Background: an optimization exercise with open tools, aiming at a short achievable clock period and few clock cycles. Do not read the settings as production practice. RTL that was checked went through simulation tests only; none was proved equivalent to the original.

==> run a: inputs <==
==> flow/design.v <==
`timescale 1ns/1ps
`default_nettype none
module portFifo
#(
	parameter int Depth = 64,	 
	parameter int Width = 16
)
(
	input  logic             CLK,
	input  logic             RESET_N,
	input  logic             clear,
	input  logic             push,
	input  logic [Width-1:0] pushData,
	input  logic             pop,
	output logic [Width-1:0] head
);
	localparam int PtrWidth = $clog2(Depth);
	logic [Width-1:0]    mem [Depth];
	logic [PtrWidth-1:0] wrPtr;
	logic [PtrWidth-1:0] rdPtr;
	always_ff @(posedge CLK or negedge RESET_N)
	begin
		if (!RESET_N)
		begin
			wrPtr <= '0;
			rdPtr <= '0;
		end
		else if (clear)
		begin
			wrPtr <= '0;
			rdPtr <= '0;
		end
		else
		begin
			if (push)
				wrPtr <= wrPtr + 1'b1;
			if (pop)
				rdPtr <= rdPtr + 1'b1;
		end
	end
	always_ff @(posedge CLK)
	begin
		if (push)
			mem[wrPtr] <= pushData;
	end
	assign head = mem[rdPtr];
endmodule
`default_nettype wire
`timescale 1ns/1ps
`default_nettype none
module writeChannel
(
	input  logic        CLK,
	input  logic        RESET_N,
	input  logic [51:0] cfg,	 
	input  logic        clear,	 
	input  logic [16:0] userBeat,	 
	output logic        ready,
	input  logic        emit,	 
	output logic [15:0] memData,	 
	input  logic        issued,	 
	output logic        burstReq,
	output logic [21:0] addr
);
	logic [21:0] startAddr;
	logic [21:0] wrapAddr;
	logic [7:0]  burstLen;
	logic        inValid;	 
	logic [15:0] inData;
	logic [6:0]  pending;	 
	logic [6:0]  pendNext;
	logic        accept;
	logic [6:0]  avail;	 
	logic        started;
	logic [21:0] stepAddr;
	logic [21:0] nextAddr;
	assign startAddr = cfg[51:30];
	assign wrapAddr  = cfg[29:8];
	assign burstLen  = cfg[7:0];
	assign accept = userBeat[16] && ready;
	always_ff @(posedge CLK)
		inData <= userBeat[15:0];
	portFifo #(.Depth(64), .Width(16)) i_fifo
	(
		.CLK      (CLK),
		.RESET_N  (RESET_N),
		.clear    (clear),
		.push     (inValid),
		.pushData (inData),
		.pop      (emit),
		.head     (memData)
	);
	assign pendNext = pending - {6'b0, emit} + {6'b0, accept};
	always_ff @(posedge CLK or negedge RESET_N)
	begin
		if (!RESET_N)
		begin
			inValid <= 1'b0;
			pending <= '0;
			ready   <= 1'b1;
			avail   <= '0;
			started <= 1'b0;
		end
		else if (clear)
		begin
			inValid <= accept;
			pending <= {6'b0, accept};
			ready   <= 1'b1;
			avail   <= '0;
			started <= 1'b1;
		end
		else
		begin
			inValid <= accept;
			pending <= pendNext;
			ready   <= (pendNext != 7'd64);
			avail   <= avail + {6'b0, inValid} - (issued ? burstLen[6:0] : 7'd0);
		end
	end
	assign burstReq = started && (burstLen != '0) && ({1'b0, avail} >= burstLen) && !issued;
	assign stepAddr = addr + {14'b0, burstLen};
	assign nextAddr = (stepAddr + {14'b0, burstLen} > wrapAddr) ? startAddr : stepAddr;
	always_ff @(posedge CLK or negedge RESET_N)
	begin
		if (!RESET_N)
			addr <= '0;
		else if (clear)
			addr <= startAddr;
		else if (issued)
			addr <= nextAddr;
	end
endmodule
`default_nettype wire
`timescale 1ns/1ps
`default_nettype none
module readChannel
#(
	parameter int Room = 64	 
)
(
	input  logic        CLK,
	input  logic        RESET_N,
	input  logic [51:0] cfg,	 
	input  logic        clear,	 
	input  logic        push,	 
	input  logic [15:0] pushData,
	input  logic        pop,	 
	output logic [16:0] userBeat,
	input  logic        issued,	 
	output logic        burstReq,
	output logic [21:0] addr
);
	logic [21:0] startAddr;
	logic [21:0] wrapAddr;
	logic [7:0]  burstLen;
	logic [6:0]  count;	 
	logic [7:0]  reserved;	 
	logic        haveWord;
	logic        doPop;
	logic [15:0] head;
	logic        popSeen;	 
	logic        firstReq;	 
	logic        started;
	logic [21:0] stepAddr;
	logic [21:0] nextAddr;
	assign startAddr = cfg[51:30];
	assign wrapAddr  = cfg[29:8];
	assign burstLen  = cfg[7:0];
	assign haveWord = (count != '0) || push;
	assign doPop    = pop && haveWord;
	portFifo #(.Depth(64), .Width(16)) i_fifo
	(
		.CLK      (CLK),
		.RESET_N  (RESET_N),
		.clear    (clear),
		.push     (push),
		.pushData (pushData),
		.pop      (doPop),
		.head     (head)
	);
	always_ff @(posedge CLK)
		userBeat[15:0] <= (count != '0) ? head : pushData;	 
	always_ff @(posedge CLK or negedge RESET_N)
	begin
		if (!RESET_N)
		begin
			userBeat[16] <= 1'b0;
			count        <= '0;
			reserved     <= '0;
			popSeen      <= 1'b0;
			firstReq     <= 1'b0;
			started      <= 1'b0;
		end
		else if (clear)
		begin
			userBeat[16] <= 1'b0;
			count        <= '0;
			reserved     <= '0;
			popSeen      <= 1'b0;
			firstReq     <= 1'b1;
			started      <= 1'b1;
		end
		else
		begin
			userBeat[16] <= doPop;
			count        <= count + {6'b0, push} - {6'b0, doPop};
			reserved     <= reserved + (issued ? burstLen : 8'd0) - {7'b0, doPop};
			popSeen      <= pop;
			if (issued)
				firstReq <= 1'b0;
		end
	end
	assign burstReq = started && (burstLen != '0) && !issued &&
	                  ({1'b0, reserved} + {1'b0, burstLen} <= 9'(Room)) &&
	                  (popSeen || firstReq);
	assign stepAddr = addr + {14'b0, burstLen};
	assign nextAddr = (stepAddr + {14'b0, burstLen} > wrapAddr) ? startAddr : stepAddr;
	always_ff @(posedge CLK or negedge RESET_N)
	begin
		if (!RESET_N)
			addr <= '0;
		else if (clear)
			addr <= startAddr;
		else if (issued)
			addr <= nextAddr;
	end
endmodule
`default_nettype wire
`timescale 1ns/1ps
`default_nettype none
module burstArbiter
#(
	parameter int Policy = 0	 
)
(
	input  logic         CLK,
	input  logic         RESET_N,
	input  logic [3:0]   req,	 
	input  logic [87:0]  addr,	 
	input  logic [31:0]  len,	 
	input  logic         issue,	 
	input  logic         cmdValid,	 
	input  logic [1:0]   cmdStream,
	output logic         nxtValid,
	output logic [1:0]   nxtStream,
	output logic [29:0]  nxtCmd	 
);
	logic [1:0]  lastStream;
	logic        pickValid;
	logic [1:0]  pick;
	logic [1:0]  idx;
	always_comb
	begin
		pickValid = |req;
		pick      = '0;
		if (Policy == 0)
		begin
			for (int k = 4; k >= 1; k--)
			begin
				idx = lastStream + 2'(k);
				if (req[idx])
					pick = idx;
			end
		end
		else if (Policy == 1)
		begin
			for (int k = 3; k >= 0; k--)
				if (req[k])
					pick = 2'(k);
		end
		else
		begin
			for (int k = 0; k < 4; k++)
				if (req[k])
					pick = 2'(k);
		end
	end
	always_ff @(posedge CLK or negedge RESET_N)
	begin
		if (!RESET_N)
		begin
			nxtValid   <= 1'b0;
			lastStream <= '0;
		end
		else
		begin
			nxtValid <= pickValid && !issue;
			if (cmdValid)
				lastStream <= cmdStream;
		end
	end
	always_ff @(posedge CLK)
	begin
		nxtStream <= pick;
		nxtCmd    <= {addr[22*pick +: 22], len[8*pick +: 8]};
	end
endmodule
`default_nettype wire
`timescale 1ns/1ps
`default_nettype none
module burstSequencer
(
	input  logic        CLK,
	input  logic        RESET_N,
	input  logic        nxtValid,
	input  logic [1:0]  nxtStream,	 
	input  logic [29:0] nxtCmd,	 
	output logic        issue,
	output logic [31:0] memCmd,	 
	output logic [1:0]  cmdStream,
	input  logic [31:0] wrData,	 
	output logic [1:0]  emit,	 
	output logic [16:0] memWrBeat,	 
	input  logic [16:0] memRdBeat,
	output logic [1:0]  rdPush,	 
	output logic [15:0] rdData
);
	logic [5:0] beatsLeft;	 
	logic       busRead;
	logic       busPort;
	logic       freeNow;	 
	logic       freeOnBeat;	 
	logic       wrBeatNow;
	logic       rdValid;
	logic       rdPort;
	assign freeNow    = (beatsLeft == 6'd0) || (beatsLeft == 6'd1 && !busRead);
	assign freeOnBeat = (beatsLeft == 6'd1) && busRead;
	assign issue      = nxtValid && (freeNow || (freeOnBeat && memRdBeat[16]));
	assign wrBeatNow  = !busRead && (beatsLeft != 6'd0);
	always_comb
	begin
		for (int i = 0; i < 2; i++)
		begin
			emit[i]   = wrBeatNow && (busPort == i[0]);
			rdPush[i] = rdValid && (rdPort == i[0]);
		end
	end
	always_ff @(posedge CLK or negedge RESET_N)
	begin
		if (!RESET_N)
		begin
			memCmd[31]    <= 1'b0;
			memWrBeat[16] <= 1'b0;
			beatsLeft     <= '0;
			busRead       <= 1'b0;
			busPort       <= 1'b0;
			rdValid       <= 1'b0;
		end
		else
		begin
			memCmd[31]    <= issue;
			memWrBeat[16] <= wrBeatNow;
			rdValid       <= memRdBeat[16];
			if (issue)
			begin
				beatsLeft <= nxtCmd[5:0];
				busRead   <= nxtStream[1];
				busPort   <= nxtStream[0];
			end
			else if (busRead)
				beatsLeft <= beatsLeft - {5'b0, memRdBeat[16] && (beatsLeft != 6'd0)};
			else if (beatsLeft != 6'd0)
				beatsLeft <= beatsLeft - 6'd1;
		end
	end
	always_ff @(posedge CLK)
	begin
		memCmd[30:0]    <= {!nxtStream[1], nxtCmd};	 
		cmdStream       <= nxtStream;
		memWrBeat[15:0] <= busPort ? wrData[31:16] : wrData[15:0];
		rdData          <= memRdBeat[15:0];
		rdPort          <= busPort;
	end
endmodule
`default_nettype wire
`timescale 1ns/1ps
`default_nettype none
module multiPortSdramCtrl
(
	input  logic         CLK,
	input  logic         RESET_N,
	input  logic [33:0]  wrBeat,
	input  logic [103:0] wrCfg,
	input  logic [1:0]   wrClear,
	output logic [1:0]   wrReady,
	input  logic [103:0] rdCfg,
	input  logic [1:0]   rdClear,
	input  logic [1:0]   rdPop,
	output logic [33:0]  rdBeat,
	output logic [31:0]  memCmd,
	output logic [16:0]  memWrBeat,
	input  logic [16:0]  memRdBeat
);
	logic [103:0] wrCfgReg;	 
	logic [103:0] rdCfgReg;
	logic [1:0]   wrClearReg;
	logic [1:0]   rdClearReg;
	logic [3:0]   req;
	logic [87:0]  addr;
	logic [31:0]  len;
	logic [31:0]  wrMemData;
	logic [1:0]   emit;
	logic [1:0]   rdPush;
	logic [15:0]  rdData;
	logic         issue;
	logic [1:0]   cmdStream;
	logic         nxtValid;
	logic [1:0]   nxtStream;
	logic [29:0]  nxtCmd;
	logic [3:0]   issued;
	always_ff @(posedge CLK)
	begin
		wrCfgReg <= wrCfg;
		rdCfgReg <= rdCfg;
	end
	always_ff @(posedge CLK or negedge RESET_N)
	begin
		if (!RESET_N)
		begin
			wrClearReg <= '0;
			rdClearReg <= '0;
		end
		else
		begin
			wrClearReg <= wrClear;
			rdClearReg <= rdClear;
		end
	end
	always_comb
	begin
		for (int s = 0; s < 4; s++)
			issued[s] = memCmd[31] && (cmdStream == 2'(s));
		for (int i = 0; i < 2; i++)
		begin
			len[8*i +: 8]     = wrCfgReg[52*i +: 8];
			len[8*(i+2) +: 8] = rdCfgReg[52*i +: 8];
		end
	end
	for (genvar i = 0; i < 2; i++)
	begin : genWrite
		writeChannel i_wrChannel
		(
			.CLK      (CLK),
			.RESET_N  (RESET_N),
			.cfg      (wrCfgReg[52*i +: 52]),
			.clear    (wrClearReg[i]),
			.userBeat (wrBeat[17*i +: 17]),
			.ready    (wrReady[i]),
			.emit     (emit[i]),
			.memData  (wrMemData[16*i +: 16]),
			.issued   (issued[i]),
			.burstReq (req[i]),
			.addr     (addr[22*i +: 22])
		);
	end
	for (genvar i = 0; i < 2; i++)
	begin : genRead
		readChannel i_rdChannel
		(
			.CLK      (CLK),
			.RESET_N  (RESET_N),
			.cfg      (rdCfgReg[52*i +: 52]),
			.clear    (rdClearReg[i]),
			.push     (rdPush[i]),
			.pushData (rdData),
			.pop      (rdPop[i]),
			.userBeat (rdBeat[17*i +: 17]),
			.issued   (issued[i+2]),
			.burstReq (req[i+2]),
			.addr     (addr[22*(i+2) +: 22])
		);
	end
	burstArbiter i_arbiter
	(
		.CLK       (CLK),
		.RESET_N   (RESET_N),
		.req       (req),
		.addr      (addr),
		.len       (len),
		.issue     (issue),
		.cmdValid  (memCmd[31]),
		.cmdStream (cmdStream),
		.nxtValid  (nxtValid),
		.nxtStream (nxtStream),
		.nxtCmd    (nxtCmd)
	);
	burstSequencer i_sequencer
	(
		.CLK       (CLK),
		.RESET_N   (RESET_N),
		.nxtValid  (nxtValid),
		.nxtStream (nxtStream),
		.nxtCmd    (nxtCmd),
		.issue     (issue),
		.memCmd    (memCmd),
		.cmdStream (cmdStream),
		.wrData    (wrMemData),
		.emit      (emit),
		.memWrBeat (memWrBeat),
		.memRdBeat (memRdBeat),
		.rdPush    (rdPush),
		.rdData    (rdData)
	);
endmodule
`default_nettype wire
==> flow/run.sh <==
#!/bin/bash
# synth_recipe.tcl (not shown) runs the flow's synth.tcl, then flattens the netlist and writes it again
# the make line also repeats each setting of config.mk as NAME=value (left out here)
make -C /OpenROAD-flow-scripts/flow DESIGN_CONFIG=/design/flow/config.mk WORK_HOME=/design/flow/orfs CLKGATE_MAP_FILE= SYNTH_SCRIPT=/design/flow/synth_recipe.tcl finish
==> flow/config.mk <==
export PLATFORM = sky130hd
export DESIGN_NAME = multiPortSdramCtrl
export DESIGN_NICKNAME = multiPortSdramCtrl
export VERILOG_FILES = /design/flow/design.v
export SDC_FILE = /design/flow/constraint.sdc
export NUM_CORES = 4
export LEC_CHECK = 0
export CAP_MARGIN = 20
export CORE_MARGIN = 2
export CORE_UTILIZATION = 40
export SLEW_MARGIN = 20
==> flow/constraint.sdc <==
create_clock -name core_clock -period 10.0 [get_ports {CLK}]
set_input_delay 2.0000 -clock core_clock [delete_from_list [all_inputs] [get_ports {CLK}]]
set_output_delay 2.0000 -clock core_clock [all_outputs]
set_load 0.01 [all_outputs]
==> inputs of run b, as changes to run a <==
==> flow/design.v, changed modules only <==
module portFifo
#(
	parameter int Depth = 64,
	parameter int Width = 16
)
(
	input  logic             CLK,
	input  logic             RESET_N,
	input  logic             clear,
	input  logic             push,
	input  logic [Width-1:0] pushData,
	input  logic             pop,	 
	output logic [Width-1:0] head,
	output logic             empty,
	output logic             full
);
	logic [Width-1:0] mem [Depth];
	logic [Depth:0]   tail;	 
	assign head  = mem[0];
	assign empty = tail[0];
	assign full  = tail[Depth];
	always_ff @(posedge CLK or negedge RESET_N)
	begin
		if (!RESET_N)
			tail <= {{Depth{1'b0}}, 1'b1};
		else if (clear)
			tail <= {{Depth{1'b0}}, 1'b1};
		else if (push && !pop)
			tail <= {tail[Depth-1:0], 1'b0};
		else if (pop && !push)
			tail <= {1'b0, tail[Depth:1]};
	end
	always_ff @(posedge CLK)
	begin
		for (int i = 0; i < Depth; i++)
		begin
			if (pop)
			begin
				if (push && tail[i+1])
					mem[i] <= pushData;
				else if (i < Depth - 1)
					mem[i] <= mem[(i < Depth - 1) ? i + 1 : i];
			end
			else if (push && tail[i])
				mem[i] <= pushData;
		end
	end
endmodule
module writeChannel
(
	input  logic        CLK,
	input  logic        RESET_N,
	input  logic [51:0] cfg,	 
	input  logic        clear,	 
	input  logic [16:0] userBeat,	 
	output logic        ready,
	input  logic        emit,	 
	output logic [15:0] memData,	 
	input  logic        issued,	 
	output logic        burstReq,
	output logic [21:0] addr
);
	logic [21:0] startAddr;
	logic [21:0] wrapAddr;
	logic [7:0]  burstLen;
	logic        inValid;	 
	logic [15:0] inData;
	logic [6:0]  pending;	 
	logic [6:0]  pendLeft;
	logic        accept;
	logic [6:0]  avail;	 
	logic [6:0]  availNext;
	logic        hasBurst;	 
	logic        started;
	logic [21:0] stepAddr;	 
	logic [21:0] skipAddr;
	logic        wrapNext;
	assign startAddr = cfg[51:30];
	assign wrapAddr  = cfg[29:8];
	assign burstLen  = cfg[7:0];
	assign accept = userBeat[16] && ready;
	always_ff @(posedge CLK)
		inData <= userBeat[15:0];
	portFifo #(.Depth(64), .Width(16)) i_fifo
	(
		.CLK      (CLK),
		.RESET_N  (RESET_N),
		.clear    (clear),
		.push     (inValid),
		.pushData (inData),
		.pop      (emit),
		.head     (memData),
		.empty    (),
		.full     ()
	);
	assign pendLeft  = pending - {6'b0, emit};
	assign availNext = avail + {6'b0, inValid} - (issued ? burstLen[6:0] : 7'd0);
	always_ff @(posedge CLK or negedge RESET_N)
	begin
		if (!RESET_N)
		begin
			inValid  <= 1'b0;
			pending  <= '0;
			ready    <= 1'b1;
			avail    <= '0;
			hasBurst <= 1'b0;
			started  <= 1'b0;
		end
		else if (clear)
		begin
			inValid  <= accept;
			pending  <= {6'b0, accept};
			ready    <= 1'b1;
			avail    <= '0;
			hasBurst <= 1'b0;
			started  <= 1'b1;
		end
		else
		begin
			inValid  <= accept;
			pending  <= accept ? pendLeft + 7'd1 : pendLeft;
			ready    <= accept ? (pendLeft != 7'd63) : (pendLeft != 7'd64);
			avail    <= availNext;
			hasBurst <= (burstLen != '0) && ({1'b0, availNext} >= burstLen);
		end
	end
	assign burstReq = started && hasBurst && !issued;
	always_ff @(posedge CLK)
	begin
		stepAddr <= addr + {14'b0, burstLen};
		skipAddr <= addr + {13'b0, burstLen, 1'b0};
		wrapNext <= skipAddr > wrapAddr;
	end
	always_ff @(posedge CLK or negedge RESET_N)
	begin
		if (!RESET_N)
			addr <= '0;
		else if (clear)
			addr <= startAddr;
		else if (issued)
			addr <= wrapNext ? startAddr : stepAddr;
	end
endmodule
module readChannel
#(
	parameter int Depth = 32	 
)
(
	input  logic        CLK,
	input  logic        RESET_N,
	input  logic [51:0] cfg,	 
	input  logic        clear,	 
	input  logic        push,	 
	input  logic [15:0] pushData,
	input  logic        pop,	 
	output logic [16:0] userBeat,
	input  logic        issued,	 
	output logic        burstReq,
	output logic [21:0] addr
);
	logic [21:0] startAddr;
	logic [21:0] wrapAddr;
	logic [7:0]  burstLen;
	logic        fifoEmpty;
	logic        doPop;
	logic [15:0] head;
	logic [7:0]  reserved;	 
	logic [7:0]  resIssued;
	logic        roomNext;
	logic        wantBurst;	 
	logic        firstReq;	 
	logic        started;
	logic [21:0] stepAddr;	 
	logic [21:0] skipAddr;
	logic        wrapNext;
	assign startAddr = cfg[51:30];
	assign wrapAddr  = cfg[29:8];
	assign burstLen  = cfg[7:0];
	assign doPop = pop && (!fifoEmpty || push);
	portFifo #(.Depth(Depth), .Width(16)) i_fifo
	(
		.CLK      (CLK),
		.RESET_N  (RESET_N),
		.clear    (clear),
		.push     (push),
		.pushData (pushData),
		.pop      (doPop),
		.head     (head),
		.empty    (fifoEmpty),
		.full     ()
	);
	always_ff @(posedge CLK)
		userBeat[15:0] <= fifoEmpty ? pushData : head;	 
	assign resIssued = reserved + (issued ? burstLen : 8'd0);
	assign roomNext  = ({1'b0, resIssued} + {1'b0, burstLen} <= 9'(Depth));
	always_ff @(posedge CLK or negedge RESET_N)
	begin
		if (!RESET_N)
		begin
			userBeat[16] <= 1'b0;
			reserved     <= '0;
			wantBurst    <= 1'b0;
			firstReq     <= 1'b0;
			started      <= 1'b0;
		end
		else if (clear)
		begin
			userBeat[16] <= 1'b0;
			reserved     <= '0;
			wantBurst    <= (burstLen != '0);
			firstReq     <= 1'b1;
			started      <= 1'b1;
		end
		else
		begin
			userBeat[16] <= doPop;
			reserved     <= doPop ? resIssued - 8'd1 : resIssued;
			wantBurst    <= (burstLen != '0) && roomNext && (pop || (firstReq && !issued));
			if (issued)
				firstReq <= 1'b0;
		end
	end
	assign burstReq = started && wantBurst && !issued;
	always_ff @(posedge CLK)
	begin
		stepAddr <= addr + {14'b0, burstLen};
		skipAddr <= addr + {13'b0, burstLen, 1'b0};
		wrapNext <= skipAddr > wrapAddr;
	end
	always_ff @(posedge CLK or negedge RESET_N)
	begin
		if (!RESET_N)
			addr <= '0;
		else if (clear)
			addr <= startAddr;
		else if (issued)
			addr <= wrapNext ? startAddr : stepAddr;
	end
endmodule
==> inputs of run c, as changes to run a <==
==> flow/design.v, changed modules only <==
module portFifo
#(
	parameter int Depth = 64,
	parameter int Width = 16
)
(
	input  logic             CLK,
	input  logic             RESET_N,
	input  logic             clear,
	input  logic             push,
	input  logic [Width-1:0] pushData,
	input  logic             pop,	 
	output logic [Width-1:0] head,
	output logic [Width-1:0] second,	 
	output logic             empty,
	output logic             one,	 
	output logic             full
);
	logic [Width-1:0] mem [Depth];
	logic [Depth:0]   tail;	 
	assign head   = mem[0];
	assign second = mem[1];
	assign empty  = tail[0];
	assign one    = tail[1];
	assign full  = tail[Depth];
	always_ff @(posedge CLK or negedge RESET_N)
	begin
		if (!RESET_N)
			tail <= {{Depth{1'b0}}, 1'b1};
		else if (clear)
			tail <= {{Depth{1'b0}}, 1'b1};
		else if (push && !pop)
			tail <= {tail[Depth-1:0], 1'b0};
		else if (pop && !push)
			tail <= {1'b0, tail[Depth:1]};
	end
	always_ff @(posedge CLK)
	begin
		for (int i = 0; i < Depth; i++)
		begin
			if (pop)
			begin
				if (push && tail[i+1])
					mem[i] <= pushData;
				else if (i < Depth - 1)
					mem[i] <= mem[(i < Depth - 1) ? i + 1 : i];
			end
			else if (push && tail[i])
				mem[i] <= pushData;
		end
	end
endmodule
module writeChannel
(
	input  logic        CLK,
	input  logic        RESET_N,
	input  logic [51:0] cfg,	 
	input  logic        clear,	 
	input  logic [16:0] userBeat,	 
	output logic        ready,
	input  logic        emit,	 
	output logic [15:0] memData,	 
	input  logic        issued,	 
	output logic        burstReq,
	output logic [21:0] addr
);
	logic [21:0] startAddr;
	logic [21:0] wrapAddr;
	logic [7:0]  burstLen;
	logic        inValid;	 
	logic [15:0] inData;
	logic [6:0]  pending;	 
	logic [6:0]  pendLeft;
	logic        accept;
	logic        full;	 
	logic [6:0]  avail;	 
	logic [6:0]  availNext;
	logic        hasBurst;	 
	logic        started;
	logic [21:0] stepAddr;	 
	logic [21:0] skipAddr;
	logic        wrapNext;
	assign startAddr = cfg[51:30];
	assign wrapAddr  = cfg[29:8];
	assign burstLen  = cfg[7:0];
	assign ready  = !full;
	assign accept = userBeat[16] && ready;
	always_ff @(posedge CLK)
		inData <= userBeat[15:0];
	portFifo #(.Depth(64), .Width(16)) i_fifo
	(
		.CLK      (CLK),
		.RESET_N  (RESET_N),
		.clear    (clear),
		.push     (inValid),
		.pushData (inData),
		.pop      (emit),
		.head     (memData),
		.second   (),
		.empty    (),
		.one      (),
		.full     ()
	);
	assign pendLeft  = pending - {6'b0, emit};
	assign availNext = avail + {6'b0, inValid} - (issued ? burstLen[6:0] : 7'd0);
	always_ff @(posedge CLK or negedge RESET_N)
	begin
		if (!RESET_N)
		begin
			inValid  <= 1'b0;
			pending  <= '0;
			full     <= 1'b0;
			avail    <= '0;
			hasBurst <= 1'b0;
			started  <= 1'b0;
		end
		else if (clear)
		begin
			inValid  <= accept;
			pending  <= {6'b0, accept};
			full     <= 1'b0;
			avail    <= '0;
			hasBurst <= 1'b0;
			started  <= 1'b1;
		end
		else
		begin
			inValid  <= accept;
			pending  <= accept ? pendLeft + 7'd1 : pendLeft;
			full     <= accept ? (pendLeft == 7'd63) : (pendLeft == 7'd64);
			avail    <= availNext;
			hasBurst <= (burstLen != '0) && ({1'b0, availNext} >= burstLen);
		end
	end
	assign burstReq = started && hasBurst && !issued;
	always_ff @(posedge CLK)
	begin
		stepAddr <= addr + {14'b0, burstLen};
		skipAddr <= addr + {13'b0, burstLen, 1'b0};
		wrapNext <= skipAddr > wrapAddr;
	end
	always_ff @(posedge CLK or negedge RESET_N)
	begin
		if (!RESET_N)
			addr <= '0;
		else if (clear)
			addr <= startAddr;
		else if (issued)
			addr <= wrapNext ? startAddr : stepAddr;
	end
endmodule
module readChannel
#(
	parameter int Room = 32	 
)
(
	input  logic        CLK,
	input  logic        RESET_N,
	input  logic [51:0] cfg,	 
	input  logic        clear,	 
	input  logic        push,	 
	input  logic [15:0] pushData,
	input  logic        pop,	 
	output logic [16:0] userBeat,
	input  logic        issued,	 
	output logic        burstReq,
	output logic [21:0] addr
);
	logic [21:0] startAddr;
	logic [21:0] wrapAddr;
	logic [7:0]  burstLen;
	logic        fifoEmpty;
	logic        fifoOne;
	logic        popLag;	 
	logic        haveWord;
	logic        doPop;
	logic [15:0] head;
	logic [15:0] second;
	logic [7:0]  reserved;	 
	logic [7:0]  resIssued;
	logic        roomNext;
	logic        wantBurst;	 
	logic        firstReq;	 
	logic        started;
	logic [21:0] stepAddr;	 
	logic [21:0] skipAddr;
	logic        wrapNext;
	assign startAddr = cfg[51:30];
	assign wrapAddr  = cfg[29:8];
	assign burstLen  = cfg[7:0];
	assign haveWord = !(fifoEmpty || (fifoOne && popLag));
	assign doPop    = pop && (haveWord || push);
	portFifo #(.Depth(Room + 1), .Width(16)) i_fifo
	(
		.CLK      (CLK),
		.RESET_N  (RESET_N),
		.clear    (clear),
		.push     (push),
		.pushData (pushData),
		.pop      (popLag),
		.head     (head),
		.second   (second),
		.empty    (fifoEmpty),
		.one      (fifoOne),
		.full     ()
	);
	always_ff @(posedge CLK)
		userBeat[15:0] <= !haveWord ? pushData : (popLag ? second : head);	 
	assign resIssued = reserved + (issued ? burstLen : 8'd0);
	assign roomNext  = ({1'b0, resIssued} + {1'b0, burstLen} <= 9'(Room));
	always_ff @(posedge CLK or negedge RESET_N)
	begin
		if (!RESET_N)
		begin
			userBeat[16] <= 1'b0;
			popLag       <= 1'b0;
			reserved     <= '0;
			wantBurst    <= 1'b0;
			firstReq     <= 1'b0;
			started      <= 1'b0;
		end
		else if (clear)
		begin
			userBeat[16] <= 1'b0;
			popLag       <= 1'b0;
			reserved     <= '0;
			wantBurst    <= (burstLen != '0);
			firstReq     <= 1'b1;
			started      <= 1'b1;
		end
		else
		begin
			userBeat[16] <= doPop;
			popLag       <= doPop;
			reserved     <= doPop ? resIssued - 8'd1 : resIssued;
			wantBurst    <= (burstLen != '0) && roomNext && (pop || (firstReq && !issued));
			if (issued)
				firstReq <= 1'b0;
		end
	end
	assign burstReq = started && wantBurst && !issued;
	always_ff @(posedge CLK)
	begin
		stepAddr <= addr + {14'b0, burstLen};
		skipAddr <= addr + {13'b0, burstLen, 1'b0};
		wrapNext <= skipAddr > wrapAddr;
	end
	always_ff @(posedge CLK or negedge RESET_N)
	begin
		if (!RESET_N)
			addr <= '0;
		else if (clear)
			addr <= startAddr;
		else if (issued)
			addr <= wrapNext ? startAddr : stepAddr;
	end
endmodule
==> flow/flow/run.sh (new file) <==
#!/bin/bash
set -euo pipefail
cd "$(dirname "$0")/.."
bash standard.sh SETUP_SLACK_MARGIN=6.9 finish > flow_make.log 2>&1
==> flow/standard.sh (new file) <==
#!/bin/bash
# synth_recipe.tcl (not shown) runs the flow's synth.tcl, then flattens the netlist and writes it again
# the make line also repeats each setting of config.mk as NAME=value (left out here)
make -C /OpenROAD-flow-scripts/flow DESIGN_CONFIG=/design/flow/config.mk WORK_HOME=/design/flow/orfs CLKGATE_MAP_FILE= SYNTH_SCRIPT=/design/flow/synth_recipe.tcl "${@:-finish}"
removed: flow/run.sh
==> summary of the runs <==
- The lowest first-iteration DRC count belongs to run b, the highest to run a.
- Run a completed with no timing, DRC or antenna violations. Run c passed the timing, design-rule and antenna checks. Run b completed with no timing, DRC or antenna violations.
- Wire length: run a is higher than run b (19%).
- Of run a and run b, run a has the higher die area (gap about 22%, measured against run b).
- In run b the count of clock-buffer cells in the layout is higher than in run a, by 9.
- Between run b and run a, the lower synthesized area is in run b (gap 18%, measured against run a).
- The lowest clock skew belongs to run b, the highest to run c.
Testbench counts of run b, summed over its fixed seeds: cycles 22,574.
For run a and run c, only the layout was checked, not whether the RTL still works.

## static timing again, ports no longer ideal
No port has a modelled driver above. Below, the same layouts with a new extraction and two added sets of constraints.
Step 1, drivers: a clkbuf_16 drives CLK and a buf_2 each remaining input, both assumed.
Step 2 moves the port delays by t, midway between the first and last clock arrival at a register: inputs arrive t later, outputs are due t later. That takes back most of the time a late clock gives input paths.
a / b / c = ideal / step 1 / step 2; a / b = the first two.
run | t, ns | setup WS [ns] | worst slew at a driven data input, ns | pins driven straight from the clock port
run a | 1.110 | 3.454 / 3.454 / 3.454 | 0.18 | 1
run b | 1.048 | 5.638 / 5.619 / 5.340 | 0.16 | 1
run c | 1.050 | 6.395 / 6.275 / 5.841 | 0.16 | 1
After both steps setup and hold are still met in every run listed. The setup slack of run c, which loses most, moves by -0.120 ns with the drivers and by -0.554 ns with both steps.
